Background: an optimization exercise with open tools, aiming at small area, a short achievable clock period and few clock cycles per item. Do not read the settings as production practice. At most, simulation tests tie the RTL to the original design; equivalence was not proved. The RTL of runs 4 and 5 was laid out without a check of its function. Power and IR drop assume default switching activity.

### flow/config.mk
export PLATFORM = sky130hd
export DESIGN_NAME = ifft8_seq
export DESIGN_NICKNAME = ifft8_seq
export VERILOG_FILES = /design/flow/design.v
export SDC_FILE = /design/flow/constraint.sdc
export NUM_CORES = 4
export LEC_CHECK = 0
export CAP_MARGIN = 20
export CORE_MARGIN = 2
export CORE_UTILIZATION = 40
export CTS_BUF_LIST = sky130_fd_sc_hd__clkbuf_8
export CTS_CLUSTER_SIZE = 30
export SLEW_MARGIN = 20
### flow/constraint.sdc
create_clock -name core_clock -period 22.0 [get_ports {clk}]
set_input_delay 4.4000 -clock core_clock [delete_from_list [all_inputs] [get_ports {clk}]]
set_output_delay 4.4000 -clock core_clock [all_outputs]
set_load 0.01 [all_outputs]
### flow/design.v
module ifft8_seq #(
  parameter int unsigned W  = 12,
  parameter int unsigned IW = 16
) (
  input  logic                clk,
  input  logic                rst,
  input  logic                in_valid,
  output logic                in_ready,
  input  logic signed [W-1:0] in_re,
  input  logic signed [W-1:0] in_im,
  output logic                out_valid,
  input  logic                out_ready,
  output logic signed [W-1:0] out_re,
  output logic signed [W-1:0] out_im,
  output logic                out_last,
  output logic                busy
);
  localparam int unsigned SW = W + 1;    
  localparam int unsigned UW = W + 3;    
  localparam int unsigned AW = IW;       
  logic signed [W-1:0]  r_ir_re, r_ir_im;
  logic                 r_ir_v;
  logic [2:0]           r_in_cnt;    
  logic [2:0]           r_ld_cnt;    
  logic signed [SW-1:0] r_sr [4];
  logic signed [SW-1:0] r_si [4];
  logic signed [SW-1:0] r_dr [4];
  logic signed [SW-1:0] r_di [4];
  logic w_in_fire;
  logic r_idle;        
  logic r_outph;       
  assign w_in_fire = in_valid & r_idle;
  always_ff @(posedge clk) begin
    r_ir_re <= in_re;
    r_ir_im <= in_im;
  end
  logic signed [SW-1:0] w_ir_re_x, w_ir_im_x;
  assign w_ir_re_x = SW'(r_ir_re);
  assign w_ir_im_x = SW'(r_ir_im);
  always_ff @(posedge clk) begin
    if (r_ir_v) begin
      for (int i = 0; i < 3; i++) begin
        r_sr[i] <= r_sr[i+1];
        r_si[i] <= r_si[i+1];
        r_dr[i] <= r_dr[i+1];
        r_di[i] <= r_di[i+1];
      end
      r_sr[3] <= (r_sr[0] & {SW{r_ld_cnt[2]}}) + w_ir_re_x;
      r_si[3] <= (r_si[0] & {SW{r_ld_cnt[2]}}) + w_ir_im_x;
      r_dr[3] <= r_sr[0] - w_ir_re_x;
      r_di[3] <= r_si[0] - w_ir_im_x;
    end
  end
  function automatic logic [IW-1:0] add4(input logic [IW-1:0] a, input logic [IW-1:0] b,
                                         input logic [IW-1:0] c, input logic [IW-1:0] d,
                                         input logic ci0, input logic ci1, input logic ci2);
    logic [IW-1:0] s1, k1, s2, k2;
    s1 = a ^ b ^ c;
    k1 = {((a & b) | (a & c) | (b & c)) , ci0};
    s2 = s1 ^ k1 ^ d;
    k2 = {((s1 & k1) | (s1 & d) | (k1 & d)), ci1};
    add4 = s2 + k2 + IW'(ci2);
  endfunction
  logic       r_pre;       
  logic [1:0] r_pre_cnt;
  logic [2:0] r_k;         
  logic       r_k_done;    
  logic       w_adv;
  logic       w_step;
  assign w_adv  = ~out_valid | out_ready;
  assign w_step = r_outph & ~r_k_done & w_adv;
  logic                 w_y_load, w_y_v, w_y_neg;
  logic                 w_tr_load, w_ti_load;
  logic signed [UW-1:0] r_y;
  logic signed [UW-1:0] w_y;
  logic signed [UW-1:0] d1r, d1i, d3r, d3i;
  logic signed [UW-1:0] r_tr, r_ti;
  logic                 n1r, n1i, n3r, n3i;
  assign d1r = UW'(r_dr[1]);
  assign d1i = UW'(r_di[1]);
  assign d3r = UW'(r_dr[3]);
  assign d3i = UW'(r_di[3]);
  always_comb begin
    case ({w_y_v, w_y_neg})
      2'b00:   begin n1r = 1'b0; n1i = 1'b1; n3r = 1'b1; n3i = 1'b1; end
      2'b01:   begin n1r = 1'b1; n1i = 1'b1; n3r = 1'b0; n3i = 1'b1; end
      2'b10:   begin n1r = 1'b0; n1i = 1'b0; n3r = 1'b0; n3i = 1'b1; end
      default: begin n1r = 1'b0; n1i = 1'b1; n3r = 1'b0; n3i = 1'b0; end
    endcase
    w_y = add4(d1r ^ {UW{n1r}}, d1i ^ {UW{n1i}}, d3r ^ {UW{n3r}}, d3i ^ {UW{n3i}},
               1'b1, ~w_y_v, ~w_y_v);
  end
  function automatic logic signed [UW-1:0] tw10(input logic signed [UW-1:0] y);
    logic signed [UW+6:0] e;
    logic signed [UW+6:0] p;
    e = (UW+7)'(y);
    p = (e <<< 6) + (e <<< 4) + (e <<< 3) + e + (e >>> 1) + (e >>> 4) + (e >>> 5)
      + (e >>> 8) + (e >>> 9) + (y[UW-1] ? (UW+7)'(121) : (UW+7)'(12));
    tw10 = p[UW+6:7];
  endfunction
  always_ff @(posedge clk) begin
    if (w_y_load) begin
      r_y <= w_y;
    end
    if (w_tr_load) begin
      r_tr <= tw10(r_y);
    end
    if (w_ti_load) begin
      r_ti <= tw10(r_y);
    end
  end
  logic signed [AW-1:0] w_xr, w_xi;
  logic signed [AW-1:0] s0r, s0i, s1r, s1i, s2r, s2i, s3r, s3i;
  logic signed [AW-1:0] d0r, d0i, d2r, d2i, tr, ti;
  assign s0r = AW'(r_sr[0]);  assign s0i = AW'(r_si[0]);
  assign s1r = AW'(r_sr[1]);  assign s1i = AW'(r_si[1]);
  assign s2r = AW'(r_sr[2]);  assign s2i = AW'(r_si[2]);
  assign s3r = AW'(r_sr[3]);  assign s3i = AW'(r_si[3]);
  assign d0r = AW'(r_dr[0]);  assign d0i = AW'(r_di[0]);
  assign d2r = AW'(r_dr[2]);  assign d2i = AW'(r_di[2]);
  assign tr  = AW'(r_tr);     assign ti  = AW'(r_ti);
  logic signed [AW-1:0] w_ra, w_rb, w_rc, w_rd, w_ia, w_ib, w_ic, w_id;
  logic [8:0]           r_ctl;
  logic [2:0]           r_ctl_in;    
  logic                 c_od, c_sn, c_sw, c_nrb, c_nrc, c_nrd, c_nib, c_nic, c_nid;
  logic                 ci_od, ci_sn, ci_sw;
  assign {c_od, c_sn, c_sw, c_nrb, c_nrc, c_nrd, c_nib, c_nic, c_nid} = r_ctl;
  assign {ci_od, ci_sn, ci_sw} = ~r_ctl_in;
  function automatic logic [8:0] ctl_of(input logic [2:0] k);
    case (k)
      3'd0: ctl_of = 9'b010_000_000;
      3'd2: ctl_of = 9'b001_110_011;
      3'd4: ctl_of = 9'b010_101_101;
      3'd6: ctl_of = 9'b001_011_110;
      3'd1: ctl_of = 9'b100_100_000;
      3'd3: ctl_of = 9'b100_000_100;
      3'd5: ctl_of = 9'b100_110_010;
      default: ctl_of = 9'b100_010_110;
    endcase
  endfunction
  function automatic logic [2:0] ctli_of(input logic [2:0] k);
    logic [8:0] c;
    c = ctl_of(k);
    ctli_of = ~c[8:6];
  endfunction
  always_comb begin
    w_ra = c_od ? d0r : s0r;
    w_ia = ci_od ? d0i : s0i;
    w_rb = ({AW{c_od}} & d2i) | ({AW{c_sn}} & s1r) | ({AW{c_sw}} & s1i);
    w_ib = ({AW{ci_od}} & d2r) | ({AW{ci_sn}} & s1i) | ({AW{ci_sw}} & s1r);
    w_rc = c_od ? tr : s2r;
    w_ic = ci_od ? ti : s2i;
    w_rd = ({AW{c_sn}} & s3r) | ({AW{c_sw}} & s3i);
    w_id = ({AW{ci_sn}} & s3i) | ({AW{ci_sw}} & s3r);
    w_xr = add4(w_ra, w_rb ^ {AW{c_nrb}}, w_rc ^ {AW{c_nrc}}, w_rd ^ {AW{c_nrd}},
                c_nrb, c_nrc, c_nrd);
    w_xi = add4(w_ia, w_ib ^ {AW{c_nib}}, w_ic ^ {AW{c_nic}}, w_id ^ {AW{c_nid}},
                c_nib, c_nic, c_nid);
  end
  function automatic logic signed [W-1:0] scale_sat(input logic signed [AW-1:0] v);
    if (v[AW-1] != v[AW-2]) begin
      scale_sat = {v[AW-1], {(W-1){~v[AW-1]}}};
    end else begin
      scale_sat = v[W+2:3];
    end
  endfunction
  assign w_y_v     = r_pre ? r_pre_cnt[1] : r_k[0];
  assign w_y_neg   = ~r_pre & ~r_k[1];
  assign w_y_load  = (r_pre & (r_pre_cnt != 2'd0)) | (w_step & (r_k < 3'd6));
  assign w_tr_load = (r_pre & r_pre_cnt[1]) | (w_step & r_k[0] & (r_k != 3'd7));
  assign w_ti_load = w_step & ~r_k[0];
  always_ff @(posedge clk) begin
    if (rst) begin
      r_ir_v    <= 1'b0;
      r_in_cnt  <= 3'd0;
      r_ld_cnt  <= 3'd0;
      r_pre     <= 1'b0;
      r_pre_cnt <= 2'd0;
      r_k       <= 3'd0;
      r_ctl     <= ctl_of(3'd0);
      r_ctl_in  <= ctli_of(3'd0);
      r_k_done  <= 1'b0;
      in_ready  <= 1'b1;
      r_idle    <= 1'b1;
      r_outph   <= 1'b0;
      busy      <= 1'b0;
      out_valid <= 1'b0;
      out_last  <= 1'b0;
    end else begin
      r_ir_v <= w_in_fire;
      if (r_ir_v) begin
        r_ld_cnt <= r_ld_cnt + 3'd1;
      end
      if (w_in_fire) begin
        r_in_cnt <= r_in_cnt + 3'd1;
        if (r_in_cnt == 3'd7) begin
          in_ready  <= 1'b0;
          r_idle    <= 1'b0;
          busy      <= 1'b1;
          r_pre     <= 1'b1;
          r_pre_cnt <= 2'd0;
          r_k       <= 3'd0;
          r_ctl     <= ctl_of(3'd0);
          r_ctl_in  <= ctli_of(3'd0);
      r_ctl_in  <= ctli_of(3'd0);
          r_k_done  <= 1'b0;
        end
      end
      if (r_pre) begin
        r_pre_cnt <= r_pre_cnt + 2'd1;
        if (r_pre_cnt[1]) begin
          r_pre   <= 1'b0;
          r_outph <= 1'b1;
        end
      end
      if (w_step) begin
        out_valid <= 1'b1;
        out_last  <= (r_k == 3'd7);
        out_re    <= scale_sat(w_xr);
        out_im    <= scale_sat(w_xi);
        r_k       <= r_k + 3'd1;
        r_ctl     <= ctl_of(r_k + 3'd1);
        r_ctl_in  <= ctli_of(r_k + 3'd1);
        if (r_k == 3'd7) begin
          r_k_done <= 1'b1;
        end
      end else if (out_valid & out_ready) begin
        out_valid <= 1'b0;
      end
      if (out_valid & out_ready & out_last) begin
        in_ready  <= 1'b1;
        r_idle    <= 1'b1;
        r_outph   <= 1'b0;
        busy      <= 1'b0;
        out_valid <= 1'b0;
        out_last  <= 1'b0;
      end
    end
  end
endmodule
### flow/flow/run.sh
#!/bin/bash
# The standard layout (standard.sh), with buf_4 cells as the port
# buffers instead of the default pick. ORFS writes its per-step logs under
# orfs/logs; the make output goes to standard.log here.
export BUFFER_PORTS_ARGS="-buffer_cell sky130_fd_sc_hd__buf_2"
export SETUP_SLACK_MARGIN=16
bash standard.sh > standard.log 2>&1
### flow/standard.sh
#!/bin/bash
# synth_recipe.tcl (not shown) runs the flow's synth.tcl, then flattens the netlist and writes it again
# the make line also repeats each setting of config.mk as NAME=value (left out here)
make -C /OpenROAD-flow-scripts/flow DESIGN_CONFIG=/design/flow/config.mk WORK_HOME=/design/flow/orfs CLKGATE_MAP_FILE= SYNTH_SCRIPT=/design/flow/synth_recipe.tcl "${@:-finish}"
==> run_results.csv, run 1 <==
group,metric,value,unit
critical_path,worstPathBufferInverterCount,1,
timing,drv_slew,0,
floorplan,die-area,0.0549,mm^2
final_layout,multi_input_area,0.0110,mm^2
floorplan,start_util,40.4,%
final_layout,fillers,4816,
synth,synth_edf_count,277,
power_and_ir_drop,powerDensity,71.5,mW/mm^2
timing,rsz0062_at_grt,"no",
synth,ys_seq_elements,330,
placement,gp_congestion,0.868,
drt,ant_nets,0,
critical_path,cp-start-kind,"flip-flop",
clock_network,cts_resized,0,
critical_path,critPathTopFamily,"flip-flops",
global_route,grt_use_met3,4.57,%
global_route,met2_usage,30.0,%
timing,final.setup_skew,0.0369,ns
clock_network,clk_pin_slew,0.07,ns
critical_path,crit_path_end,"in_ready",
synth,synth_area_leaders,"edfxtp_1, fa_1, ha_1",
timing,worst_pin_slew,1.08,ns
floorplan,die_y,234,um
timing,timing.final.crit_share,25.8,%
global_route,grt.busiest_layer,"met2",
synth,synth_nets,2042,
synth,synth_top_flop_cell,"edfxtp_1",
placement,pre_cts_slack,16.00,ns
synth,synthArstFlopShare,0,%
timing,period_minus_slack,5.67,ns
drt,vias,13200,
placement,placed_cells,2413,
synth,synthTopCellsByCount,"edfxtp_1, xnor2_1, inv_1",
timing,worst_slack,16.33,ns
timing,finalSetupTns,0,ns
critical_path,cp_max_fo,7,
drt,drcViolationCount,0,
synth,synth_cell_types,74,
worst_hold_path,whs_path_depth,0,
synth,synth_most_common_cell,"edfxtp_1",
floorplan,core-area,0.0526,mm^2
clock_network,clock_latency,0.65,ns
critical_path,path_depth,1,
critical_path,rr_worst_depth,15,
placement,place_hpwl,38800,um
final_layout,syn2layout_area_growth,10.6,%
timing,fmax,176,MHz
synth,synth.cell_area,0.0212,mm^2
timing,slew_headroom,27.8,%
clock_network,cts_setup_buffers,0,
floorplan,die_width,234,um
final_layout,seq_area,0.00939,mm^2
final_layout,final_cell_count_no_fill,2517,
critical_path,worstSetupEndpointType,"output pin",
timing,holdWs,0.437,ns
synth,yosys.area.top_type,"edfxtp_1",
critical_path,r2r-start,"r_y[14]",
drt,drtPass1Iterations,6,
floorplan,rows,84,
synth,ys_seq_area_share,44.2,%
critical_path,r2r_setup_slack,16.41,ns
synth,synth.top_cell.area_share,39.2,%
global_route,grt.overflow.total,0,
clock_network,cts_buffers,56,
global_route,grt_use_total,19.2,%
final_layout,drive_gt1_share,11.0,%
global_route,grt_pass1_vias,13600,
timing,finalHoldViolations,0,
critical_path,r2r-end,"r_tr[14]",
timing,setup_viol,0,
synth,netlist_instances,1704,
clock_network,clock_sinks,330,
global_route,antenna_found_initial,1,
global_route,grt_use_met1,26.6,%
synth,ys_warn_count,5,
clock_network,cts_root_buf,"clkbuf_8",
critical_path,max_stage_delay,0.43,ns
global_route,grt_pass1_wl,78500,um
global_route,grt_max_degree,83,
critical_path,crit_required,17.60,ns
critical_path,critPathLaunch,"in_ready",
power_and_ir_drop,leakagePower,9.36,nW
clock_network,ctsHoldBuffers,0,
drt,routed_wl,51100,um
critical_path,path_class,"reg2out",
clock_network,cts_tree,"built",
drt,vias_per_cell,5.23,
critical_path,crit_chain,"buf_2",
clock_network,htree_num_levels,2,
worst_hold_path,hold_path.class,"reg2reg",
status,status,"finished clean",
power_and_ir_drop,peakVddDrop,0.0000355,V
critical_path,slowest_stage,"dfxtp_1",
final_layout,nNetsFinal,2121,
critical_path,crit_arrival,1.27,ns
synth,syn_avg_cell_area,12.5,um^2
floorplan,ios,56,
drt,drtIter0Drc,1113,
clock_network,clockBufferDepth,3,
placement,io_buffers,55,
drt,route.detailed.wl_per_inst,20.3,um
power_and_ir_drop,total_power,0.00168,W
flow_run,drv_cap,0,
## layout make-up
type                            instances  area share (%)
Sequential cell                       330            40.0
Timing Repair Buffer                   72            1.72
Clock buffer                           59            3.46
Antenna cell                            1          0.0107
Multi-Input combinational cell       1143            46.9
Tap cell                              688            3.67
Inverter                              180            2.88
Clock inverter                         44            1.38
## per-stage QoR
step	cell area, um^2	util (%)
2_1_floorplan	21200	-
3_3_place_gp	22300	42.4
3_5_place_dp	22300	42.4
4_1_cts	23400	44.6
5_1_grt	23500	44.6
6_report	23500	44.6
## where the power goes
part | internal, W | switching, W
clock | 0.000299 | 0.000264
combinational | 0.000162 | 0.000211
sequential | 0.000722 | 0.0000192
total | 0.00118 | 0.000494
## cell usage in the layout, fill, tap and decap left out, types with 10 or more instances in the layout
cell,synthesis,layout
maj3_2,10,10
nor2_1,96,95
dfxtp_1,53,48
fa_1,159,159
xor2_1,59,58
buf_4,1,17
ha_1,151,151
buf_2,1,55
a22oi_1,28,28
edfxtp_1,277,277
a222oi_1,26,26
xnor2_1,176,175
nor2b_1,22,22
mux2_2,11,11
nand3_1,15,15
nor3_1,27,25
o21ai_0,14,14
clkinv_2,0,10
clkinv_1,0,13
a21oi_1,70,70
nand2b_1,12,12
inv_1,175,182
nand2_1,46,46
mux2i_1,35,35
and2_1,25,25
a21o_1,25,25
clkbuf_8,0,59
o21ai_1,22,22
mux2_1,10,10
o21a_1,13,13
## kinds of logic (layout without fill, tap and decap cells)
group	Yosys count	count (layout)	synth area share [%]
other	0	1	0
AOI/OAI and AO/OA	260	260	8.59
DFF	330	330	44.2
buffers and inverters	231	355	4.15
muxes	56	56	2.77
and+or+nand+nor	271	271	6.12
adders and majority gates	321	321	24.5
xor gates and xnor gates	235	235	9.70
## flip-flops by register name (all words and copies together) (netlist names), 15 cells and up
| signal | cells |
|---|---|
| r_tr | 15 |
| r_y | 15 |
| r_dr | 52 |
| r_sr | 52 |
| r_di | 52 |
| r_si | 52 |
| r_ti | 15 |
## worst min-delay path by stage
stage,start,endpoint
6_report,r_di[1][0],r_di[0][0]
3_3_place_gp,r_sr[2][12],r_sr[1][12]
4_1_cts,r_di[1][0],r_di[0][0]
3_5_place_dp,r_sr[2][12],r_sr[1][12]
5_1_grt,r_sr[2][12],r_sr[1][12]
2_1_floorplan,r_sr[2][12],r_sr[1][12]
## routing by layer
layer  vias to the layer above  routed length [um]
met5                         -                   0
met4                         0                1340
met3                        89                3910
met2                       427               22800
met1                      6526               23100
li1                       6133                   -
Testbench counts, summed over its fixed seeds: cycles 7,680, frames 384.
==> inputs of run 2 (changes only) <==
==> flow/flow/run.sh (replaced) <==
#!/bin/bash
# The standard layout (standard.sh) with two changes passed to ORFS:
# buf_2 cells as the port buffers instead of the default pick, and a setup
# margin for the repair steps. ORFS writes its per-step logs under orfs/logs;
# the make output goes to standard.log here.
export BUFFER_PORTS_ARGS="-buffer_cell sky130_fd_sc_hd__buf_2"
export SETUP_SLACK_MARGIN=16
bash standard.sh > standard.log 2>&1
--- a/flow/config.mk
+++ b/flow/config.mk
@@ -8,6 +8,7 @@
 export CAP_MARGIN = 20
 export CORE_MARGIN = 2
 export CORE_UTILIZATION = 40
-export CTS_BUF_LIST = sky130_fd_sc_hd__clkbuf_8
-export CTS_CLUSTER_SIZE = 30
+export CTS_BUF_LIST = sky130_fd_sc_hd__clkbuf_16
+export CTS_CLUSTER_DIAMETER = 250
+export CTS_CLUSTER_SIZE = 20
 export SLEW_MARGIN = 20
==> run_results.csv, run 2 <==
group,metric,value,unit
placement,place_hpwl,38800,um
flow_run,drv_cap,0,
synth,synth_top_flop_cell,"edfxtp_1",
timing,timing.final.crit_share,25.3,%
power_and_ir_drop,powerDensity,65.5,mW/mm^2
critical_path,cp-start-kind,"flip-flop",
clock_network,clockBufferDepth,3,
final_layout,syn2layout_area_growth,7.98,%
global_route,antenna_found_initial,0,
synth,ys_warn_count,5,
drt,drtIter0Drc,1152,
status,status,"finished clean",
final_layout,drive_gt1_share,7.95,%
clock_network,cts_tree,"built",
timing,worst_slack,16.43,ns
global_route,grt.overflow.total,0,
clock_network,htree_num_levels,1,
clock_network,cts_root_buf,"clkbuf_16",
synth,netlist_instances,1704,
synth,ys_seq_area_share,44.2,%
final_layout,final_cell_mix,"edfxtp_1, inv_1, xnor2_1",
drt,drcViolationCount,0,
synth,synth_cell_types,74,
synth,ys_seq_elements,330,
drt,route.detailed.wl_per_inst,20.6,um
global_route,grt_use_total,18.8,%
synth,synth.top_cell.area_share,39.2,%
synth,yosys.area.top_type,"edfxtp_1",
timing,setup_viol,0,
placement,io_buffers,55,
floorplan,core-area,0.0526,mm^2
floorplan,ios,56,
critical_path,path_class,"reg2reg",
clock_network,clk_pin_slew,0.10,ns
drt,ant_nets,0,
timing,final.setup_skew,0.0290,ns
timing,finalSetupTns,0,ns
drt,vias_per_cell,5.29,
timing,fmax,180,MHz
timing,period_minus_slack,5.57,ns
timing,finalHoldViolations,0,
clock_network,clock_sinks,330,
synth,synth_nets,2042,
timing,rsz0062_at_grt,"no",
drt,routed_wl,50500,um
floorplan,die_y,234,um
final_layout,nNetsFinal,2085,
global_route,grt_max_degree,83,
synth,syn_avg_cell_area,12.5,um^2
clock_network,cts_setup_buffers,0,
synth,synth_edf_count,277,
floorplan,die-area,0.0549,mm^2
global_route,grt_pass1_vias,13300,
clock_network,ctsHoldBuffers,0,
floorplan,rows,84,
synth,synth_most_common_cell,"edfxtp_1",
drt,drtPass1Iterations,6,
global_route,grt_pass1_wl,77300,um
synth,synth.cell_area,0.0212,mm^2
floorplan,die_width,234,um
timing,drv_slew,0,
critical_path,worstSetupEndpointType,"flip-flop",
critical_path,cp_max_fo,10,
synth,synthArstFlopShare,0,%
synth,synth_area_leaders,"edfxtp_1, fa_1, ha_1",
timing,worst_pin_slew,1.08,ns
final_layout,design_area,0.0229,mm^2
clock_network,cts_buffers,20,
placement,gp_congestion,0.868,
drt,vias,13000,
final_layout,diodes,0,
floorplan,start_util,40.4,%
clock_network,clock_latency,0.56,ns
worst_hold_path,hold_path.class,"reg2reg",
power_and_ir_drop,peakVddDrop,0.0000444,V
final_layout,layout_commonest_cell,"edfxtp_1",
critical_path,crit_arrival,5.86,ns
synth,synthTopCellsByCount,"edfxtp_1, xnor2_1, inv_1",
power_and_ir_drop,leakagePower,9.11,nW
placement,pre_cts_slack,16.00,ns
timing,slew_headroom,28.1,%
clock_network,cts_resized,0,
critical_path,crit_required,22.29,ns
placement,placed_cell_area,0.0223,mm^2
run 2: changes by cell type in the layout (fill, tap and decap cells not counted), sizes merged:
cell,delta
diode,-1
inv,+6
bufinv,-4
clkinv,-23
clkbuf,-38
clkinvlp,-8
run 2: per-layer routing:
layer | global-route usage (%) | vias up | wire [um]
met5 | 0 | - | 0
met4 | 4.46 | 0 | 1000
met3 | 3.19 | 58 | 3450
met2 | 29.7 | 378 | 22800
met1 | 27.0 | 6491 | 23300
li1 | - | 6024 | -
run 2: cell type report:
type | count | area, um^2
inverter | 180 | 676
multi-input combinational | 1143 | 11000
fill | 4845 | 29600
timing repair buffer | 72 | 403
clock buffer | 21 | 526
tap | 688 | 861
sequential | 330 | 9390
clock inverter | 15 | 63.8
run 2: stage by stage:
stage	hold WS (ns)	power (W)	cells	utilization, %
final	0.440	0.00150	2449	43.6
after global routing	0.461	0.00158	2449	43.6
after CTS	0.447	0.00151	2449	43.6
after detailed placement	0.432	0.00112	2413	42.4
after global placement	0.424	0.00111	2413	42.4
after floorplan	0.418	0.00103	1704	-
run 2: cells by family after synthesis:
kind of cell | after synthesis | share of synthesized area (%)
adders and majority gates | 321 | 24.5
buffers and inverters | 231 | 4.15
muxes | 56 | 2.77
xor gates and xnor gates | 235 | 9.70
DFF | 330 | 44.2
and+or+nand+nor | 271 | 6.12
AOI/OAI and AO/OA | 260 | 8.59
run 2: worst max-delay path, stage by stage (launching register included):
cell and delay [ns]:
edfxtp_1 0.72, inv_1 0.27, fa_1 0.55, inv_1 0.05
fa_1 0.38, fa_1 0.51, inv_1 0.05, fa_1 0.48
inv_1 0.04, ha_1 0.33, o21ai_1 0.09, nor2_1 0.20
and3b_1 0.23, o31ai_1 0.59, a2111oi_1 0.27, a21oi_1 0.29
a21oi_1 0.12, xnor2_1 0.14
run 2: final timing paths:
path	depth (start not counted)	to	slack, ns	startpoint
max	17	r_tr[14]	16.43	r_y[14]
min	0	r_sr[1][6]	0.44	r_sr[2][6]
max reg2reg	17	r_tr[14]	16.43	r_y[14]
min reg2reg	0	r_sr[1][6]	0.44	r_sr[2][6]
run 2: report_power, final:
group | switching, W | total [W] | internal, W
combinational | 0.000210 | 0.000372 | 0.000162
clock | 0.000214 | 0.000388 | 0.000174
sequential | 0.0000191 | 0.000740 | 0.000721
==> inputs of run 3 (changes only) <==
--- a/flow/config.mk
+++ b/flow/config.mk
@@ -9,6 +9,6 @@
 export CORE_MARGIN = 2
 export CORE_UTILIZATION = 40
 export CTS_BUF_LIST = sky130_fd_sc_hd__clkbuf_16
-export CTS_CLUSTER_DIAMETER = 250
-export CTS_CLUSTER_SIZE = 20
+export CTS_CLUSTER_DIAMETER = 200
+export CTS_CLUSTER_SIZE = 24
 export SLEW_MARGIN = 20
==> run_results.csv, run 3 <==
group,metric,value,unit
synth,synth_nets,2042,
timing,setup_viol,0,
final_layout,seq_area,0.00939,mm^2
synth,ys_seq_area_share,44.2,%
floorplan,core-area,0.0526,mm^2
critical_path,worstSetupEndpointType,"flip-flop",
clock_network,cts_tree,"built",
synth,synth_top_flop_cell,"edfxtp_1",
critical_path,r2r-end,"r_tr[14]",
power_and_ir_drop,leakagePower,9.05,nW
synth,synth_edf_count,277,
placement,io_buffers,55,
synth,ys_warn_count,5,
critical_path,crit_arrival,5.83,ns
critical_path,max_stage_delay,0.74,ns
clock_network,clk_pin_slew,0.11,ns
drt,routed_wl,50000,um
clock_network,htree_num_levels,1,
placement,place_hpwl,38800,um
global_route,grt_pass1_vias,13200,
flow_run,drv_cap,0,
synth,synthArstFlopShare,0,%
final_layout,syn2layout_area_growth,7.48,%
timing,fmax,180,MHz
critical_path,path_depth,15,
final_layout,drive_gt1_share,7.81,%
critical_path,crit_path_end,"r_tr[14]",
global_route,grt.overflow.total,0,
power_and_ir_drop,powerDensity,63.8,mW/mm^2
synth,synthTopCellsByCount,"edfxtp_1, xnor2_1, inv_1",
final_layout,multi_input_area,0.0110,mm^2
critical_path,path_class,"reg2reg",
floorplan,rows,84,
final_layout,diodes,0,
clock_network,ctsHoldBuffers,0,
critical_path,cp-start-kind,"flip-flop",
synth,synth.cell_area,0.0212,mm^2
clock_network,clock_latency,0.55,ns
synth,ys_seq_elements,330,
critical_path,critPathTopFamily,"adder cells",
synth,yosys.area.top_type,"edfxtp_1",
drt,route.detailed.wl_per_inst,20.5,um
clock_network,clock_sinks,330,
power_and_ir_drop,peakVddDrop,0.0000411,V
critical_path,critPathLaunch,"r_y[14]",
critical_path,slowest_stage,"edfxtp_1",
placement,placed_cells,2413,
timing,drv_slew,0,
global_route,grt_pass1_wl,77300,um
critical_path,r2r_setup_slack,16.45,ns
timing,period_minus_slack,5.55,ns
timing,finalHoldViolations,0,
drt,ant_nets,0,
clock_network,cts_resized,0,
synth,synth_most_common_cell,"edfxtp_1",
global_route,grt_max_degree,83,
final_layout,final_cell_count_no_fill,2443,
critical_path,worstPathBufferInverterCount,2,
timing,finalSetupTns,0,ns
synth,synth_cell_types,74,
timing,holdWs,0.454,ns
floorplan,ios,56,
critical_path,crit_chain,"inv_1 > fa_1 > inv_1 > fa_1 > fa_1 > fa_1 > ha_1 > a211oi_1 > nor2_1 > and3b_1 > o31ai_1 > a2111oi_1 > a21oi_1 > a21oi_1 > xnor2_1",
worst_hold_path,hold_path.class,"reg2reg",
synth,synth_area_leaders,"edfxtp_1, fa_1, ha_1",
synth,syn_avg_cell_area,12.5,um^2
floorplan,die_y,234,um
timing,rsz0062_at_grt,"no",
timing,worst_pin_slew,1.09,ns
final_layout,fin_util,43.4,%
final_layout,final_cell_mix,"edfxtp_1, inv_1, xnor2_1",
critical_path,cp_max_fo,10,
final_layout,fillers,4852,
floorplan,start_util,40.4,%
timing,timing.final.crit_share,25.2,%
drt,vias_per_cell,5.27,
critical_path,r2r-start,"r_y[14]",
floorplan,die-area,0.0549,mm^2
clock_network,clockBufferDepth,3,
critical_path,rr_worst_depth,15,
drt,drcViolationCount,0,
drt,vias,12900,
final_layout,layout_commonest_cell,"edfxtp_1",
synth,netlist_instances,1704,
global_route,antenna_found_initial,0,
critical_path,cp_common_cell,"fa_1",
clock_network,cts_root_buf,"clkbuf_16",
clock_network,cts_buffers,17,
drt,drtPass1Iterations,6,
critical_path,crit_required,22.28,ns
synth,synth.top_cell.area_share,39.2,%
global_route,grt_use_total,18.6,%
status,status,"finished clean",
final_layout,design_area,0.0228,mm^2
timing,slew_headroom,27.2,%
floorplan,die_width,234,um
final_layout,nNetsFinal,2082,
placement,gp_congestion,0.868,
drt,drtIter0Drc,1253,
timing,final.setup_skew,0.0454,ns
clock_network,cts_setup_buffers,0,
placement,placed_cell_area,0.0223,mm^2
run 3: metal layers:
layer  vias to the layer above  global-route usage (%)  routed length [um]
met5                         -                       0                   0
met4                         0                    3.05                 634
met3                        38                    2.20                3300
met2                       373                    30.2               22800
met1                      6454                    27.3               23200
li1                       6011                       -                   -
run 3: power breakdown:
part / internal (W) / switching (W)
combinational: 0.000162 / 0.000210
clock: 0.000144 / 0.000199
sequential: 0.000721 / 0.0000190
run 3: final cells by class:
type                       instances  share of cell area, %
clock buffer                      17                   1.87
sequential                       330                   41.2
inverter                         180                   2.96
tap                              688                   3.77
multi-input combinational       1143                   48.2
timing repair buffer              72                   1.77
clock inverter                    13                  0.258
run 3: worst min-delay path, delay by kind of cell, from the launching register on:
family             cells  cell delay, ns
DFF                    1            0.31
AOI/OAI and AO/OA      1            0.05
and+or+nand+nor        1            0.05
run 3: logic make-up (layout without fill, tap and decap cells):
kind of cell,count (synthesis),in the layout,share of synthesized area (%)
buffers and inverters,231,282,4.15
AOI/OAI and AO/OA,260,260,8.59
muxes,56,56,2.77
DFF,330,330,44.2
adders and majority gates,321,321,24.5
and+or+nand+nor,271,271,6.12
xor gates and xnor gates,235,235,9.70
run 3: how the worst min path moves through the flow:
| stage | from | to | slack [ns] | cells after the start |
|---|---|---|---|---|
| finish | r_k_done | r_k_done | 0.45 | 2 |
| floorplan | r_sr[2][12] | r_sr[1][12] | 0.42 | 0 |
| global route | r_sr[2][12] | r_sr[1][12] | 0.46 | 0 |
| detailed placement | r_sr[2][12] | r_sr[1][12] | 0.43 | 0 |
| CTS | r_k_done | r_k_done | 0.46 | 2 |
| global placement | r_sr[2][12] | r_sr[1][12] | 0.42 | 0 |
run 3: through the flow:
stage	total power [W]	setup WS, ns
finish	0.00146	16.45
global route	0.00153	16.02
CTS	0.00147	16.16
detailed placement	0.00112	16.00
global placement	0.00111	15.95
floorplan	0.00103	16.10
==> inputs of run 4 (changes only) <==
--- a/flow/design.v
+++ b/flow/design.v
@@ -95,7 +95,8 @@
     logic signed [UW+6:0] p;
     e = (UW+7)'(y);
     p = (e <<< 6) + (e <<< 4) + (e <<< 3) + e + (e >>> 1) + (e >>> 4) + (e >>> 5)
-      + (e >>> 8) + (e >>> 9) + (y[UW-1] ? (UW+7)'(121) : (UW+7)'(12));
+      + (e >>> 8) + (e >>> 9) + (UW+7)'(12)
+      + $signed((UW+7)'({y[UW-1], y[UW-1], 1'b0, y[UW-1], y[UW-1], 1'b0, y[UW-1]}));   
     tw10 = p[UW+6:7];
   endfunction
   always_ff @(posedge clk) begin
==> run_results.csv, run 4 <==
group,metric,value,unit
status,status,"finished clean",
timing,worst_pin_slew,1.08,ns
final_layout,layout_commonest_cell,"edfxtp_1",
global_route,grt.overflow.total,0,
synth,synth_most_common_cell,"edfxtp_1",
synth,synth_area_leaders,"edfxtp_1, fa_1, ha_1",
floorplan,die_y,235,um
clock_network,cts_root_buf,"clkbuf_16",
synth,synth.cell_area,0.0213,mm^2
power_and_ir_drop,power_switching,0.000442,W
flow_run,drv_cap,0,
drt,route.detailed.wl_per_inst,21.1,um
drt,drtIter0Drc,1393,
placement,pre_cts_slack,15.80,ns
timing,drv_slew,0,
timing,final.setup_skew,0.0265,ns
clock_network,htree_num_levels,1,
power_and_ir_drop,powerDensity,64.1,mW/mm^2
drt,vias,13200,
critical_path,path_class,"reg2reg",
final_layout,fillers,4819,
critical_path,r2r-start,"r_ctl_in[2]",
critical_path,crit_required,22.40,ns
final_layout,diodes,0,
timing,finalHoldViolations,0,
synth,synth_top_flop_cell,"edfxtp_1",
floorplan,rows,84,
power_and_ir_drop,p_int,0.00103,W
synth,synth_edf_count,277,
drt,drcViolationCount,0,
clock_network,clk_pin_slew,0.10,ns
timing,slew_headroom,27.8,%
critical_path,r2r_setup_slack,16.37,ns
synth,synthArstFlopShare,0,%
floorplan,die_width,235,um
power_and_ir_drop,clkPwrFrac,23.7,%
timing,rsz0062_at_grt,"no",
clock_network,cts_buffers,17,
placement,io_buffers,55,
clock_network,clock_latency,0.54,ns
power_and_ir_drop,switching_share,30.1,%
placement,place_hpwl,39400,um
clock_network,clock_sinks,330,
clock_network,cts_resized,0,
synth,synthTopCellsByCount,"edfxtp_1, xnor2_1, inv_1",
worst_hold_path,hold_end,"r_si[1][11]",
synth,ys_seq_elements,330,
final_layout,fin_util,43.4,%
worst_hold_path,hold_path.class,"reg2reg",
timing,setup_viol,0,
power_and_ir_drop,seq_power_share,50.5,%
global_route,grt_max_degree,82,
worst_hold_path,whs_path_depth,0,
synth,ys_seq_area_share,44.0,%
floorplan,ios,56,
power_and_ir_drop,leakagePower,9.04,nW
final_layout,nNetsFinal,2090,
synth,yosys.area.top_type,"edfxtp_1",
global_route,antenna_found_initial,0,
timing,fmax,178,MHz
floorplan,die-area,0.0551,mm^2
critical_path,cp_max_fo,29,
power_and_ir_drop,power_frac_comb,25.7,%
synth,synth_nets,2051,
drt,drtPass1Iterations,9,
placement,gp_congestion,0.863,
clock_network,ctsHoldBuffers,0,
final_layout,syn2layout_area_growth,7.35,%
critical_path,rr_worst_depth,15,
critical_path,cp-start-kind,"flip-flop",
global_route,grt_pass1_wl,78600,um
timing,timing.final.crit_share,25.6,%
floorplan,core-area,0.0527,mm^2
synth,syn_avg_cell_area,12.4,um^2
timing,finalSetupTns,0,ns
synth,ys_warn_count,5,
clock_network,clockBufferDepth,3,
timing,worst_slack,16.37,ns
floorplan,start_util,40.5,%
critical_path,worstSetupEndpointType,"flip-flop",
timing,period_minus_slack,5.63,ns
global_route,grt_use_total,18.6,%
power_and_ir_drop,peakVddDrop,0.0000440,V
global_route,grt_pass1_vias,13100,
drt,ant_nets,0,
final_layout,drive_gt1_share,8.25,%
final_layout,final_cell_mix,"edfxtp_1, inv_1, xnor2_1",
synth,netlist_instances,1719,
synth,synth_cell_types,74,
worst_hold_path,min_from,"r_si[2][11]",
clock_network,cts_tree,"built",
drt,routed_wl,51900,um
clock_network,cts_setup_buffers,0,
synth,synth.top_cell.area_share,39.0,%
critical_path,crit_arrival,6.03,ns
critical_path,r2r-end,"out_im[5]",
drt,vias_per_cell,5.36,
==> run 4: through the flow <==
| step | cells | cell area [um^2] | hold WS [ns] | power [W] |
|---|---|---|---|---|
| floorplan | 1719 | 21300 | 0.418 | 0.00103 |
| global placement | 2427 | 22400 | 0.434 | 0.00112 |
| detailed placement | 2427 | 22400 | 0.434 | 0.00113 |
| CTS | 2457 | 22900 | 0.459 | 0.00148 |
| global route | 2457 | 22900 | 0.460 | 0.00154 |
| finish | 2457 | 22900 | 0.449 | 0.00147 |
==> run 4: kinds of logic (layout without fill, tap and decap cells) <==
kind of cell | after synthesis | in the layout | synth area share (%)
XOR/XNOR | 243 | 243 | 10.2
multiplexers | 59 | 59 | 3.01
AO/OA/AOI/OAI | 302 | 302 | 9.71
AND/OR/NAND/NOR | 255 | 255 | 5.91
buffers and inverters | 226 | 276 | 4.07
adder cells (fa/ha/maj) | 304 | 304 | 23.1
flip-flops | 330 | 330 | 44.0
==> run 4: critical path, cell delays in order (launching register included) <==
cell and delay (ns):
dfxtp_2 1.02, inv_1 0.65, a222oi_1 0.49, xnor2_1 0.15
fa_1 0.55, inv_1 0.06, fa_1 0.53, inv_1 0.04
ha_1 0.25, o21ai_0 0.14, o21a_1 0.26, o21ai_4 0.28
nor2_2 0.08, o21ai_4 0.32, mux2i_4 0.42, o2111a_1 0.24
==> run 4: power by group through the flow <==
| stage | sequential [W] | clock (W) | combinational (W) |
|---|---|---|---|
| global route | 0.000743 | 0.000378 | 0.000420 |
| floorplan | 0.000751 | 0 | 0.000277 |
| detailed placement | 0.000755 | 0 | 0.000375 |
| finish | 0.000741 | 0.000348 | 0.000378 |
| CTS | 0.000741 | 0.000358 | 0.000379 |
| global placement | 0.000754 | 0 | 0.000370 |
==> run 4: worst max-delay path by stage <==
| stage | cells past startpoint | slack, ns | end | startpoint |
|---|---|---|---|---|
| 3_5_place_dp | 4 | 15.80 | out_im[7] | out_ready |
| 5_1_grt | 14 | 16.06 | r_y[14] | r_pre |
| 2_1_floorplan | 6 | 16.03 | r_ctl_in[2] | out_ready |
| 3_3_place_gp | 4 | 15.80 | out_im[10] | out_ready |
| 6_report | 15 | 16.37 | out_im[5] | r_ctl_in[2] |
| 4_1_cts | 4 | 16.35 | out_re[11] | out_ready |
==> run 4: routing by layer <==
layer | wire (um) | GRT usage [%]
met1 | 23700 | 26.7
met4 | 835 | 3.18
met5 | 0 | 0
met3 | 3120 | 2.57
met2 | 24200 | 30.6
==> run 4: cell type report <==
| cell class | instances | area [um^2] | share of cell area [%] |
|---|---|---|---|
| multi-input cells | 1163 | 11100 | 48.5 |
| flip-flops and latches | 330 | 9390 | 41.0 |
| well taps | 688 | 861 | 3.76 |
| inverters | 175 | 657 | 2.87 |
| clock buffers | 17 | 425 | 1.86 |
| repair buffers | 71 | 395 | 1.73 |
| clock inverters | 13 | 58.8 | 0.257 |
==> inputs of run 5 (changes only) <==
--- a/flow/design.v
+++ b/flow/design.v
@@ -122,11 +122,11 @@
   assign tr  = AW'(r_tr);     assign ti  = AW'(r_ti);
   logic signed [AW-1:0] w_ra, w_rb, w_rc, w_rd, w_ia, w_ib, w_ic, w_id;
   logic [8:0]           r_ctl;
-  logic [2:0]           r_ctl_in;    
+  logic [2:0]           r_ctl_i;     
   logic                 c_od, c_sn, c_sw, c_nrb, c_nrc, c_nrd, c_nib, c_nic, c_nid;
   logic                 ci_od, ci_sn, ci_sw;
   assign {c_od, c_sn, c_sw, c_nrb, c_nrc, c_nrd, c_nib, c_nic, c_nid} = r_ctl;
-  assign {ci_od, ci_sn, ci_sw} = ~r_ctl_in;
+  assign {ci_od, ci_sn, ci_sw} = r_ctl_i;
   function automatic logic [8:0] ctl_of(input logic [2:0] k);
     case (k)
       3'd0: ctl_of = 9'b010_000_000;
@@ -138,11 +138,6 @@
       3'd5: ctl_of = 9'b100_110_010;
       default: ctl_of = 9'b100_010_110;
     endcase
-  endfunction
-  function automatic logic [2:0] ctli_of(input logic [2:0] k);
-    logic [8:0] c;
-    c = ctl_of(k);
-    ctli_of = ~c[8:6];
   endfunction
   always_comb begin
     w_ra = c_od ? d0r : s0r;
@@ -171,6 +166,18 @@
   assign w_tr_load = (r_pre & r_pre_cnt[1]) | (w_step & r_k[0] & (r_k != 3'd7));
   assign w_ti_load = w_step & ~r_k[0];
   always_ff @(posedge clk) begin
+    if (w_in_fire & (r_in_cnt == 3'd7)) begin
+      r_ctl_i <= 3'b010;
+    end else if (w_step) begin
+      r_ctl_i <= ctl3_of(r_k + 3'd1);
+    end
+  end
+  function automatic logic [2:0] ctl3_of(input logic [2:0] k);
+    logic [8:0] c;
+    c = ctl_of(k);
+    ctl3_of = c[8:6];
+  endfunction
+  always_ff @(posedge clk) begin
     if (rst) begin
       r_ir_v    <= 1'b0;
       r_in_cnt  <= 3'd0;
@@ -179,7 +186,6 @@
       r_pre_cnt <= 2'd0;
       r_k       <= 3'd0;
       r_ctl     <= ctl_of(3'd0);
-      r_ctl_in  <= ctli_of(3'd0);
       r_k_done  <= 1'b0;
       in_ready  <= 1'b1;
       r_idle    <= 1'b1;
@@ -202,8 +208,6 @@
           r_pre_cnt <= 2'd0;
           r_k       <= 3'd0;
           r_ctl     <= ctl_of(3'd0);
-          r_ctl_in  <= ctli_of(3'd0);
-      r_ctl_in  <= ctli_of(3'd0);
           r_k_done  <= 1'b0;
         end
       end
@@ -221,7 +225,6 @@
         out_im    <= scale_sat(w_xi);
         r_k       <= r_k + 3'd1;
         r_ctl     <= ctl_of(r_k + 3'd1);
-        r_ctl_in  <= ctli_of(r_k + 3'd1);
         if (r_k == 3'd7) begin
           r_k_done <= 1'b1;
         end
==> run_results.csv, run 5 <==
group,metric,value,unit
critical_path,r2r-end,"r_ti[14]",
final_layout,diodes,0,
synth,synth_most_common_cell,"edfxtp_1",
synth,synth.cell_area,0.0214,mm^2
flow_run,drv_cap,0,
clock_network,cts_root_buf,"clkbuf_16",
critical_path,crit_arrival,1.15,ns
synth,synth_nets,2042,
timing,finalSetupTns,0,ns
synth,synthArstFlopShare,0,%
status,status,"finished clean",
drt,vias_per_cell,5.31,
final_layout,final_cell_count_no_fill,2449,
synth,synthMuxAreaShare,2.55,%
timing,slew_headroom,30.4,%
synth,ys_warn_count,5,
timing,worst_slack,16.45,ns
final_layout,final_cell_mix,"edfxtp_1, inv_1, xnor2_1",
synth,netlist_instances,1709,
critical_path,worstPathBufferInverterCount,1,
synth,synth_edf_count,277,
global_route,grt_max_degree,86,
timing,setup_viol,0,
critical_path,rr_worst_depth,17,
global_route,antenna_found_initial,2,
global_route,grt_use_total,18.3,%
drt,routed_wl,50700,um
critical_path,crit_required,17.60,ns
timing,drv_slew,0,
critical_path,worstSetupEndpointType,"output pin",
critical_path,path_depth,1,
power_and_ir_drop,powerDensity,77.2,mW/mm^2
final_layout,layout_commonest_cell,"edfxtp_1",
timing,timing.final.crit_share,25.2,%
drt,drcViolationCount,0,
synth,synth_cell_types,72,
clock_network,clk_pin_slew,0.11,ns
clock_network,clock_latency,0.55,ns
synth,synthAdderAreaFrac,23.6,%
clock_network,clock_sinks,331,
global_route,grt.overflow.total,0,
worst_hold_path,hold_end,"r_di[1][0]",
synth,synth.top_cell.area_share,38.9,%
placement,placed_cells,2419,
final_layout,nNetsFinal,2083,
clock_network,cts_resized,0,
synth,synth_area_leaders,"edfxtp_1, fa_1, ha_1",
drt,vias,13000,
critical_path,cp-start-kind,"flip-flop",
clock_network,ctsHoldBuffers,0,
floorplan,die_y,235,um
synth,yosys.area.top_type,"edfxtp_1",
synth,synthSimpleGateAreaFrac,5.58,%
power_and_ir_drop,peakVddDrop,0.0000558,V
drt,drtPass1Iterations,6,
critical_path,critPathTopFamily,"flip-flops",
worst_hold_path,min_from,"r_di[2][0]",
synth,synth_compound_area_share,10.3,%
clock_network,htree_num_levels,1,
drt,route.detailed.wl_per_inst,20.7,um
drt,ant_nets,0,
clock_network,clockBufferDepth,3,
drt,drtIter0Drc,1062,
timing,finalHoldViolations,0,
power_and_ir_drop,total_power,0.00177,W
timing,holdWs,0.443,ns
placement,io_buffers,55,
synth,ys_seq_elements,331,
critical_path,cp_max_fo,1,
worst_hold_path,whs_path_depth,0,
placement,gp_congestion,0.853,
clock_network,cts_buffers,17,
placement,pre_cts_slack,16.15,ns
synth,synth_top_family_by_area,"adder cells",
critical_path,path_class,"reg2out",
timing,fmax,180,MHz
final_layout,syn2layout_area_growth,7.21,%
placement,place_hpwl,38700,um
synth,synth_top_flop_cell,"edfxtp_1",
timing,worst_pin_slew,1.04,ns
timing,period_minus_slack,5.55,ns
global_route,grt_pass1_vias,13300,
synth,synthXorXnorAreaFrac,9.65,%
power_and_ir_drop,leakagePower,9.00,nW
floorplan,ios,56,
final_layout,drive_gt1_share,9.54,%
critical_path,r2r-start,"r_y[14]",
critical_path,crit_chain,"buf_2",
floorplan,die_width,235,um
worst_hold_path,hold_path.class,"reg2reg",
synth,ys_seq_area_share,43.9,%
timing,rsz0062_at_grt,"no",
floorplan,die-area,0.0554,mm^2
floorplan,start_util,40.6,%
critical_path,r2r_setup_slack,16.62,ns
floorplan,rows,84,
clock_network,cts_setup_buffers,0,
critical_path,max_stage_delay,0.44,ns
global_route,grt_pass1_wl,78100,um
synth,synthTopCellsByCount,"edfxtp_1, inv_1, xnor2_1",
clock_network,cts_tree,"built",
synth,syn_avg_cell_area,12.5,um^2
timing,final.setup_skew,0.0341,ns
critical_path,slowest_stage,"edfxtp_1",
floorplan,core-area,0.0528,mm^2
-- run 5: cell types whose count changed after synthesis, sizes merged, moves of 6 or more --
cell	before	now
and3	11	5
buf	25	16
clkbuf	26	37
inv	175	185
maj3	0	11
mux2i	38	32
nand2b	15	7
nor2	77	66
nor2b	18	24
o21a	21	13
o21ai	40	34
o21bai	5	18
xnor2	183	167
xor2	59	68
-- run 5: cell families (layout without fill, tap and decap cells) --
family | Yosys count | in the layout
adder cells (fa/ha/maj) | 316 | 316
flip-flops | 331 | 331
AND/OR/NAND/NOR | 238 | 238
multiplexers | 52 | 52
buffers and inverters | 238 | 290
AO/OA/AOI/OAI | 299 | 299
XOR/XNOR | 235 | 235
-- run 5: final cells by class --
cell class | instances | area, um^2
tap | 688 | 861
inverter | 185 | 694
fill | 4854 | 29800
multi-input combinational | 1140 | 11100
timing repair buffer | 75 | 425
sequential | 331 | 9410
clock buffer | 17 | 425
clock inverter | 13 | 57.6
-- run 5: worst max path at each step --
| stage | from | to | slack [ns] |
|---|---|---|---|
| 2_1_floorplan | out_ready | r_y[0] | 15.98 |
| 3_3_place_gp | out_ready | r_ctl[5] | 16.15 |
| 3_5_place_dp | out_ready | r_ctl[5] | 16.15 |
| 4_1_cts | out_im[4] | out_im[4] | 16.42 |
| 5_1_grt | r_y[14] | r_ti[14] | 16.27 |
| 6_report | out_im[4] | out_im[4] | 16.45 |
-- run 5: stage by stage --
step,util [%],instance area [um^2]
after floorplan,-,21400
after global placement,42.6,22500
after CTS,43.5,23000
final,43.5,23000
after global routing,43.5,23000
after detailed placement,42.6,22500
-- run 5: metal layers --
metal / routed length (um) / track usage (%) / part of all wire [%]
met1: 23100 / 25.9 / 46
met2: 23100 / 29.5 / 46
met3: 3620 / 3.19 / 7.1
met4: 882 / 4.00 / 1.7
met5: 9 / 0 / 0.018
-- run 5: report_power, final --
| group | internal (W) | switching, W |
|---|---|---|
| clock network | 0.000143 | 0.000199 |
| logic | 0.000274 | 0.000395 |
| registers | 0.000740 | 0.0000195 |
==> inputs of run 6 (changes only) <==
--- a/flow/design.v
+++ b/flow/design.v
@@ -93,10 +93,11 @@
   function automatic logic signed [UW-1:0] tw10(input logic signed [UW-1:0] y);
     logic signed [UW+6:0] e;
     logic signed [UW+6:0] p;
+    logic signed [UW+6:0] b;
     e = (UW+7)'(y);
+    b = {{(UW){1'b0}}, y[UW-1], y[UW-1], 1'b0, y[UW-1], y[UW-1], 1'b0, y[UW-1]};   
     p = (e <<< 6) + (e <<< 4) + (e <<< 3) + e + (e >>> 1) + (e >>> 4) + (e >>> 5)
-      + (e >>> 8) + (e >>> 9) + (UW+7)'(12)
-      + $signed((UW+7)'({y[UW-1], y[UW-1], 1'b0, y[UW-1], y[UW-1], 1'b0, y[UW-1]}));   
+      + (e >>> 8) + (e >>> 9) + (UW+7)'(12) + b;
     tw10 = p[UW+6:7];
   endfunction
   always_ff @(posedge clk) begin
==> run_results.csv, run 6 <==
group,metric,value,unit
floorplan,die-area,0.0554,mm^2
timing,setup_viol,0,
clock_network,clock_sinks,331,
critical_path,max_stage_delay,0.44,ns
synth,synth.cell_area,0.0214,mm^2
placement,gp_congestion,0.853,
synth,synth_cell_types,72,
critical_path,cp-start-kind,"flip-flop",
timing,finalHoldViolations,0,
power_and_ir_drop,powerDensity,77.2,mW/mm^2
global_route,grt_max_degree,86,
critical_path,crit_arrival,1.15,ns
timing,slew_headroom,30.4,%
timing,holdWs,0.443,ns
floorplan,die_y,235,um
floorplan,ios,56,
placement,io_buffers,55,
clock_network,clk_pin_slew,0.11,ns
critical_path,r2r-start,"r_y[14]",
synth,synth.top_cell.area_share,38.9,%
critical_path,worstSetupEndpointType,"output pin",
power_and_ir_drop,peakVddDrop,0.0000558,V
critical_path,crit_path_end,"out_im[4]",
clock_network,clock_latency,0.55,ns
status,status,"finished clean",
timing,fmax,180,MHz
clock_network,cts_buffers,17,
synth,syn_avg_cell_area,12.5,um^2
critical_path,path_depth,1,
critical_path,r2r_setup_slack,16.62,ns
clock_network,cts_root_buf,"clkbuf_16",
placement,place_hpwl,38700,um
global_route,antenna_found_initial,2,
timing,timing.final.crit_share,25.2,%
timing,finalSetupTns,0,ns
drt,drtPass1Iterations,6,
synth,synthArstFlopShare,0,%
critical_path,rr_worst_depth,17,
timing,worst_pin_slew,1.04,ns
synth,synth_area_leaders,"edfxtp_1, fa_1, ha_1",
critical_path,crit_chain,"buf_2",
critical_path,cp_max_fo,1,
floorplan,rows,84,
final_layout,syn2layout_area_growth,7.21,%
floorplan,start_util,40.6,%
final_layout,layout_commonest_cell,"edfxtp_1",
flow_run,drv_cap,0,
global_route,grt_pass1_wl,78100,um
timing,period_minus_slack,5.55,ns
critical_path,critPathLaunch,"out_im[4]",
timing,final.setup_skew,0.0341,ns
final_layout,final_cell_mix,"edfxtp_1, inv_1, xnor2_1",
global_route,grt_use_total,18.3,%
clock_network,cts_tree,"built",
critical_path,r2r-end,"r_ti[14]",
drt,vias_per_cell,5.31,
critical_path,slowest_stage,"edfxtp_1",
drt,ant_nets,0,
global_route,grt_pass1_vias,13300,
synth,netlist_instances,1709,
worst_hold_path,hold_path.class,"reg2reg",
critical_path,path_class,"reg2out",
floorplan,core-area,0.0528,mm^2
final_layout,diodes,0,
synth,synth_nets,2042,
timing,drv_slew,0,
clock_network,cts_setup_buffers,0,
critical_path,crit_required,17.60,ns
synth,ys_warn_count,5,
drt,vias,13000,
clock_network,htree_num_levels,1,
synth,synth_top_flop_cell,"edfxtp_1",
final_layout,nNetsFinal,2083,
timing,rsz0062_at_grt,"no",
synth,ys_seq_area_share,43.9,%
drt,drtIter0Drc,1062,
synth,synthTopCellsByCount,"edfxtp_1, inv_1, xnor2_1",
synth,synth_most_common_cell,"edfxtp_1",
critical_path,critPathTopFamily,"flip-flops",
floorplan,die_width,235,um
clock_network,cts_resized,0,
drt,routed_wl,50700,um
global_route,grt.overflow.total,0,
clock_network,clockBufferDepth,3,
drt,route.detailed.wl_per_inst,20.7,um
synth,yosys.area.top_type,"edfxtp_1",
critical_path,worstPathBufferInverterCount,1,
power_and_ir_drop,leakagePower,9.00,nW
drt,drcViolationCount,0,
final_layout,drive_gt1_share,9.54,%
clock_network,ctsHoldBuffers,0,
synth,synth_edf_count,277,
synth,ys_seq_elements,331,
[run 6: area by class of cell]
type / instances / area (um^2)
timing repair buffer: 75 / 425
multi-input combinational: 1140 / 11100
inverter: 185 / 694
sequential: 331 / 9410
fill: 4854 / 29800
clock inverter: 13 / 57.6
tap: 688 / 861
clock buffer: 17 / 425
[run 6: logic make-up (layout without fill, tap and decap cells)]
family | count (synthesis) | in the layout | share of synthesized area, %
mux | 52 | 52 | 2.55
fa+ha+maj | 316 | 316 | 23.6
buf+inv | 238 | 290 | 4.44
compound gates | 299 | 299 | 10.3
simple gates | 238 | 238 | 5.58
flops | 331 | 331 | 43.9
xor+xnor | 235 | 235 | 9.65
[run 6: how the worst min path moves through the flow]
stage / startpoint / to / slack, ns / depth (start not counted)
after floorplan: r_si[2][12] / r_si[1][12] / 0.42 / 0
after global placement: r_sr[2][7] / r_sr[1][7] / 0.43 / 0
after detailed placement: r_sr[2][3] / r_sr[1][3] / 0.44 / 0
after CTS: r_di[2][0] / r_di[1][0] / 0.44 / 0
after global routing: r_di[2][0] / r_di[1][0] / 0.46 / 0
final: r_di[2][0] / r_di[1][0] / 0.44 / 0
[run 6: per-stage QoR]
stage | instance area (um^2) | instances | util, % | setup WS (ns) | power [W]
2_1_floorplan | 21400 | 1709 | - | 15.98 | 0.00129
3_3_place_gp | 22500 | 2419 | 42.6 | 16.15 | 0.00142
3_5_place_dp | 22500 | 2419 | 42.6 | 16.15 | 0.00144
4_1_cts | 23000 | 2449 | 43.5 | 16.42 | 0.00179
5_1_grt | 23000 | 2449 | 43.5 | 16.27 | 0.00188
6_report | 23000 | 2449 | 43.5 | 16.45 | 0.00177
[run 6: per-layer routing]
layer | wire (um) | vias up | global-route usage, %
met1 | 23100 | 6505 | 25.9
met5 | 9 | - | 0
met2 | 23100 | 382 | 29.5
met3 | 3620 | 49 | 3.19
li1 | - | 6064 | -
met4 | 882 | 2 | 4.00
[run 6: power by group]
part	internal (W)	switching [W]
sequential	0.000740	0.0000195
clock	0.000143	0.000199
combinational	0.000274	0.000395
total	0.00116	0.000614
Testbench counts of run 6, summed over its fixed seeds: cycles 7,680, frames 384.
==> inputs of run 7 (changes only) <==
--- a/flow/config.mk
+++ b/flow/config.mk
@@ -11,4 +11,5 @@
 export CTS_BUF_LIST = sky130_fd_sc_hd__clkbuf_16
 export CTS_CLUSTER_DIAMETER = 200
 export CTS_CLUSTER_SIZE = 24
+export GPL_TIMING_DRIVEN = 1
 export SLEW_MARGIN = 20
==> run_results.csv, run 7 <==
group,metric,value,unit
timing,slew_headroom,30.4,%
final_layout,seq_area,0.00941,mm^2
drt,ant_nets,0,
critical_path,slowest_stage,"edfxtp_1",
drt,routed_wl,50700,um
drt,vias,13000,
final_layout,design_area,0.0230,mm^2
clock_network,ctsHoldBuffers,0,
critical_path,critPathTopFamily,"flip-flops",
critical_path,r2r-start,"r_y[14]",
final_layout,nNetsFinal,2083,
drt,vias_per_cell,5.31,
drt,drcViolationCount,0,
floorplan,start_util,40.6,%
floorplan,die-area,0.0554,mm^2
placement,gp_congestion,0.853,
global_route,grt.overflow.total,0,
placement,placed_cells,2419,
floorplan,ios,56,
synth,ys_warn_count,5,
synth,yosys.area.top_type,"edfxtp_1",
drt,route.detailed.wl_per_inst,20.7,um
critical_path,max_stage_delay,0.44,ns
critical_path,cp_max_fo,1,
synth,synth_most_common_cell,"edfxtp_1",
clock_network,clock_latency,0.55,ns
clock_network,htree_num_levels,1,
critical_path,crit_arrival,1.15,ns
critical_path,crit_required,17.60,ns
timing,setup_viol,0,
clock_network,clk_pin_slew,0.11,ns
floorplan,core-area,0.0528,mm^2
global_route,grt_pass1_vias,13300,
clock_network,cts_root_buf,"clkbuf_16",
final_layout,drive_gt1_share,9.54,%
synth,ys_seq_elements,331,
timing,drv_slew,0,
placement,io_buffers,55,
critical_path,path_class,"reg2out",
critical_path,cp-start-kind,"flip-flop",
synth,synth_top_flop_cell,"edfxtp_1",
synth,synth_cell_types,72,
clock_network,cts_tree,"built",
floorplan,die_y,235,um
final_layout,layout_commonest_cell,"edfxtp_1",
clock_network,cts_setup_buffers,0,
final_layout,multi_input_area,0.0111,mm^2
synth,syn_avg_cell_area,12.5,um^2
placement,place_hpwl,38700,um
timing,timing.final.crit_share,25.2,%
timing,finalSetupTns,0,ns
critical_path,worstSetupEndpointType,"output pin",
synth,synth.cell_area,0.0214,mm^2
timing,fmax,180,MHz
clock_network,cts_buffers,17,
power_and_ir_drop,total_power,0.00177,W
critical_path,crit_chain,"buf_2",
final_layout,final_cell_count_no_fill,2449,
global_route,grt_max_degree,86,
timing,rsz0062_at_grt,"no",
clock_network,clockBufferDepth,3,
timing,finalHoldViolations,0,
synth,synthArstFlopShare,0,%
worst_hold_path,min_from,"r_di[2][0]",
power_and_ir_drop,peakVddDrop,0.0000558,V
synth,synth.top_cell.area_share,38.9,%
synth,synthTopCellsByCount,"edfxtp_1, inv_1, xnor2_1",
drt,drtPass1Iterations,6,
synth,synth_nets,2042,
final_layout,fillers,4854,
flow_run,drv_cap,0,
global_route,antenna_found_initial,2,
timing,worst_pin_slew,1.04,ns
synth,synth_edf_count,277,
critical_path,critPathLaunch,"out_im[4]",
floorplan,die_width,235,um
worst_hold_path,hold_path.class,"reg2reg",
power_and_ir_drop,leakagePower,9.00,nW
clock_network,clock_sinks,331,
timing,final.setup_skew,0.0341,ns
power_and_ir_drop,powerDensity,77.2,mW/mm^2
floorplan,rows,84,
timing,period_minus_slack,5.55,ns
final_layout,syn2layout_area_growth,7.21,%
timing,holdWs,0.443,ns
placement,placed_cell_area,0.0225,mm^2
critical_path,worstPathBufferInverterCount,1,
drt,drtIter0Drc,1062,
status,status,"finished clean",
synth,synth_area_leaders,"edfxtp_1, fa_1, ha_1",
final_layout,diodes,0,
synth,ys_seq_area_share,43.9,%
final_layout,final_cell_mix,"edfxtp_1, inv_1, xnor2_1",
global_route,grt_pass1_wl,78100,um
synth,netlist_instances,1709,
clock_network,cts_resized,0,
global_route,grt_use_total,18.3,%
[run 7: cell counts after synthesis]
Identical to the previous run, type by type.
[run 7: path summary, 6_finish.rpt]
path,slack (ns),end,cells past startpoint
worst min-delay path,0.44,r_di[1][0],0
worst max-delay path,16.45,out_im[4],1
worst min register to register,0.44,r_di[1][0],0
worst max register to register,16.62,r_ti[14],17
[run 7: area by class of cell]
type                            instances  area share, %
Multi-Input combinational cell       1140           48.3
Clock buffer                           17           1.85
Clock inverter                         13          0.251
Sequential cell                       331           41.0
Tap cell                              688           3.75
Inverter                              185           3.03
Timing Repair Buffer                   75           1.85
[run 7: cell families (layout without fill, tap and decap cells)]
| group | Yosys count | count (layout) | synth area share (%) |
|---|---|---|---|
| AOI/OAI and AO/OA | 299 | 299 | 10.3 |
| xor gates and xnor gates | 235 | 235 | 9.65 |
| adders and majority gates | 316 | 316 | 23.6 |
| buffers and inverters | 238 | 290 | 4.44 |
| DFF | 331 | 331 | 43.9 |
| muxes | 52 | 52 | 2.55 |
| and+or+nand+nor | 238 | 238 | 5.58 |
[run 7: through the flow]
stage	setup WS [ns]	util [%]
2_1_floorplan	15.98	-
5_1_grt	16.27	43.5
4_1_cts	16.42	43.5
3_3_place_gp	16.15	42.6
6_report	16.45	43.5
3_5_place_dp	16.15	42.6
[run 7: metal layers]
metal	wire, um	track usage (%)	up-vias
li1	-	-	6064
met4	882	4.00	2
met5	9	0	-
met1	23100	25.9	6505
met2	23100	29.5	382
met3	3620	3.19	49
[run 7: where the power goes]
group | internal, W | total, W | leakage (nW) | switching [W]
clock network | 0.000143 | 0.000343 | 0.273 | 0.000199
logic | 0.000274 | 0.000669 | 5.71 | 0.000395
registers | 0.000740 | 0.000760 | 3.02 | 0.0000195
==> inputs of run 8 (changes only) <==
--- a/flow/config.mk
+++ b/flow/config.mk
@@ -7,9 +7,8 @@
 export LEC_CHECK = 0
 export CAP_MARGIN = 20
 export CORE_MARGIN = 2
-export CORE_UTILIZATION = 40
+export CORE_UTILIZATION = 60
 export CTS_BUF_LIST = sky130_fd_sc_hd__clkbuf_16
 export CTS_CLUSTER_DIAMETER = 200
 export CTS_CLUSTER_SIZE = 24
-export GPL_TIMING_DRIVEN = 1
 export SLEW_MARGIN = 20
==> run_results.csv, run 8 <==
group,metric,value,unit
timing,drv_slew,0,
synth,synth_edf_count,277,
critical_path,slowest_stage,"dfxtp_1",
drt,ant_nets,0,
clock_network,clock_sinks,331,
clock_network,cts_resized,0,
placement,placed_cell_area,0.0222,mm^2
clock_network,htree_num_levels,1,
final_layout,seq_area,0.00941,mm^2
final_layout,final_cell_mix,"edfxtp_1, inv_1, xnor2_1",
drt,drtIter0Drc,1315,
final_layout,multi_input_area,0.0111,mm^2
global_route,grt_max_degree,82,
power_and_ir_drop,leakagePower,9.00,nW
drt,drtPass1Iterations,5,
critical_path,worstSetupEndpointType,"output pin",
power_and_ir_drop,powerDensity,77.6,mW/mm^2
synth,ys_warn_count,5,
clock_network,ctsHoldBuffers,0,
clock_network,cts_buffers,17,
floorplan,start_util,60.6,%
final_layout,nNetsFinal,2084,
global_route,grt.overflow.total,0,
floorplan,die-area,0.0372,mm^2
global_route,antenna_found_initial,0,
critical_path,path_class,"reg2out",
clock_network,clock_latency,0.53,ns
final_layout,fillers,2766,
final_layout,layout_commonest_cell,"edfxtp_1",
global_route,grt_use_total,27.6,%
placement,io_buffers,55,
timing,period_minus_slack,5.54,ns
timing,fmax,180,MHz
timing,worst_pin_slew,1.11,ns
synth,netlist_instances,1709,
synth,synth_area_leaders,"edfxtp_1, fa_1, ha_1",
synth,yosys.area.top_type,"edfxtp_1",
timing,finalHoldViolations,0,
final_layout,syn2layout_area_growth,5.96,%
placement,place_hpwl,37700,um
drt,routed_wl,49900,um
synth,synth_nets,2042,
drt,drcViolationCount,0,
final_layout,diodes,0,
timing,rsz0062_at_grt,"no",
placement,gp_congestion,0.845,
timing,slew_headroom,25.8,%
floorplan,core-area,0.0353,mm^2
floorplan,rows,69,
synth,ys_seq_elements,331,
critical_path,cp-start-kind,"flip-flop",
power_and_ir_drop,peakVddDrop,0.0000762,V
critical_path,critPathTopFamily,"flip-flops",
critical_path,cp_max_fo,7,
synth,synth_most_common_cell,"edfxtp_1",
critical_path,crit_required,17.60,ns
flow_run,drv_cap,0,
critical_path,worstPathBufferInverterCount,1,
timing,final.setup_skew,0.0192,ns
synth,synth.cell_area,0.0214,mm^2
drt,vias_per_cell,5.90,
timing,setup_viol,0,
floorplan,die_width,193,um
clock_network,cts_root_buf,"clkbuf_16",
synth,synthArstFlopShare,0,%
drt,route.detailed.wl_per_inst,22.4,um
synth,syn_avg_cell_area,12.5,um^2
clock_network,cts_tree,"built",
floorplan,die_y,193,um
timing,finalSetupTns,0,ns
floorplan,ios,56,
drt,vias,13100,
global_route,grt_pass1_vias,13200,
final_layout,drive_gt1_share,9.48,%
clock_network,cts_setup_buffers,0,
critical_path,max_stage_delay,0.45,ns
status,status,"finished clean",
synth,synth_top_flop_cell,"edfxtp_1",
global_route,grt_pass1_wl,76400,um
critical_path,crit_arrival,1.14,ns
synth,ys_seq_area_share,43.9,%
worst_hold_path,hold_path.class,"reg2reg",
critical_path,crit_chain,"buf_2",
synth,synth.top_cell.area_share,38.9,%
synth,synthTopCellsByCount,"edfxtp_1, inv_1, xnor2_1",
clock_network,clockBufferDepth,3,
final_layout,design_area,0.0227,mm^2
timing,timing.final.crit_share,25.2,%
synth,synth_cell_types,72,
clock_network,clk_pin_slew,0.10,ns
-- run 8: cell types whose count changed in the layout (fill, tap and decap cells not counted) --
cell,change
dfxtp_2,-1
inv_6,-1
buf_16,+1
dfxtp_1,+1
-- run 8: area by class of cell --
| type | count | share of cell area [%] |
|---|---|---|
| Sequential cell | 331 | 41.5 |
| Clock buffer | 17 | 1.88 |
| Multi-Input combinational cell | 1140 | 48.8 |
| Clock inverter | 12 | 0.215 |
| Inverter | 185 | 3.06 |
| Timing Repair Buffer | 76 | 2.00 |
| Tap cell | 461 | 2.54 |
-- run 8: through the flow --
stage,worst slack (ns),total power [W],util (%),cells,hold slack [ns]
6_report,16.46,0.00176,64.2,2222,0.446
5_1_grt,16.31,0.00186,64.2,2222,0.469
4_1_cts,16.44,0.00177,64.2,2221,0.444
3_5_place_dp,16.09,0.00142,62.8,2192,0.431
3_3_place_gp,16.14,0.00141,62.8,2192,0.425
2_1_floorplan,15.98,0.00129,-,1709,0.418
-- run 8: layer usage --
layer  vias to the layer above  wire length [um]  global-route usage [%]
met5                         -                 0                       0
met3                        42              4800                    6.27
met4                         0               629                    3.99
li1                       6069                 -                       -
met1                      6534             22500                    41.6
met2                       456             21900                    42.1
-- run 8: cell families (layout without fill, tap and decap cells) --
logic type	count (synthesis)	in the layout	share of synthesized area [%]
DFF	331	331	43.9
muxes	52	52	2.55
AOI/OAI and AO/OA	299	299	10.3
buffers and inverters	238	290	4.44
xor gates and xnor gates	235	235	9.65
and+or+nand+nor	238	238	5.58
adders and majority gates	316	316	23.6
-- run 8: where the power goes --
part / switching (W) / internal [W] / leakage (nW) / total (W)
clock: 0.000201 / 0.000143 / 0.268 / 0.000343
combinational: 0.000382 / 0.000276 / 5.72 / 0.000658
sequential: 0.0000194 / 0.000740 / 3.02 / 0.000760
-- run 8: worst paths after layout --
kind                    start           to  slack [ns]  cells past startpoint
setup / recovery       r_idle     in_ready       16.46                      1
hold reg to reg   r_sr[2][12]  r_sr[1][12]        0.45                      0
hold / removal    r_sr[2][12]  r_sr[1][12]        0.45                      0
setup reg to reg      r_y[14]     r_ti[14]       16.67                     17
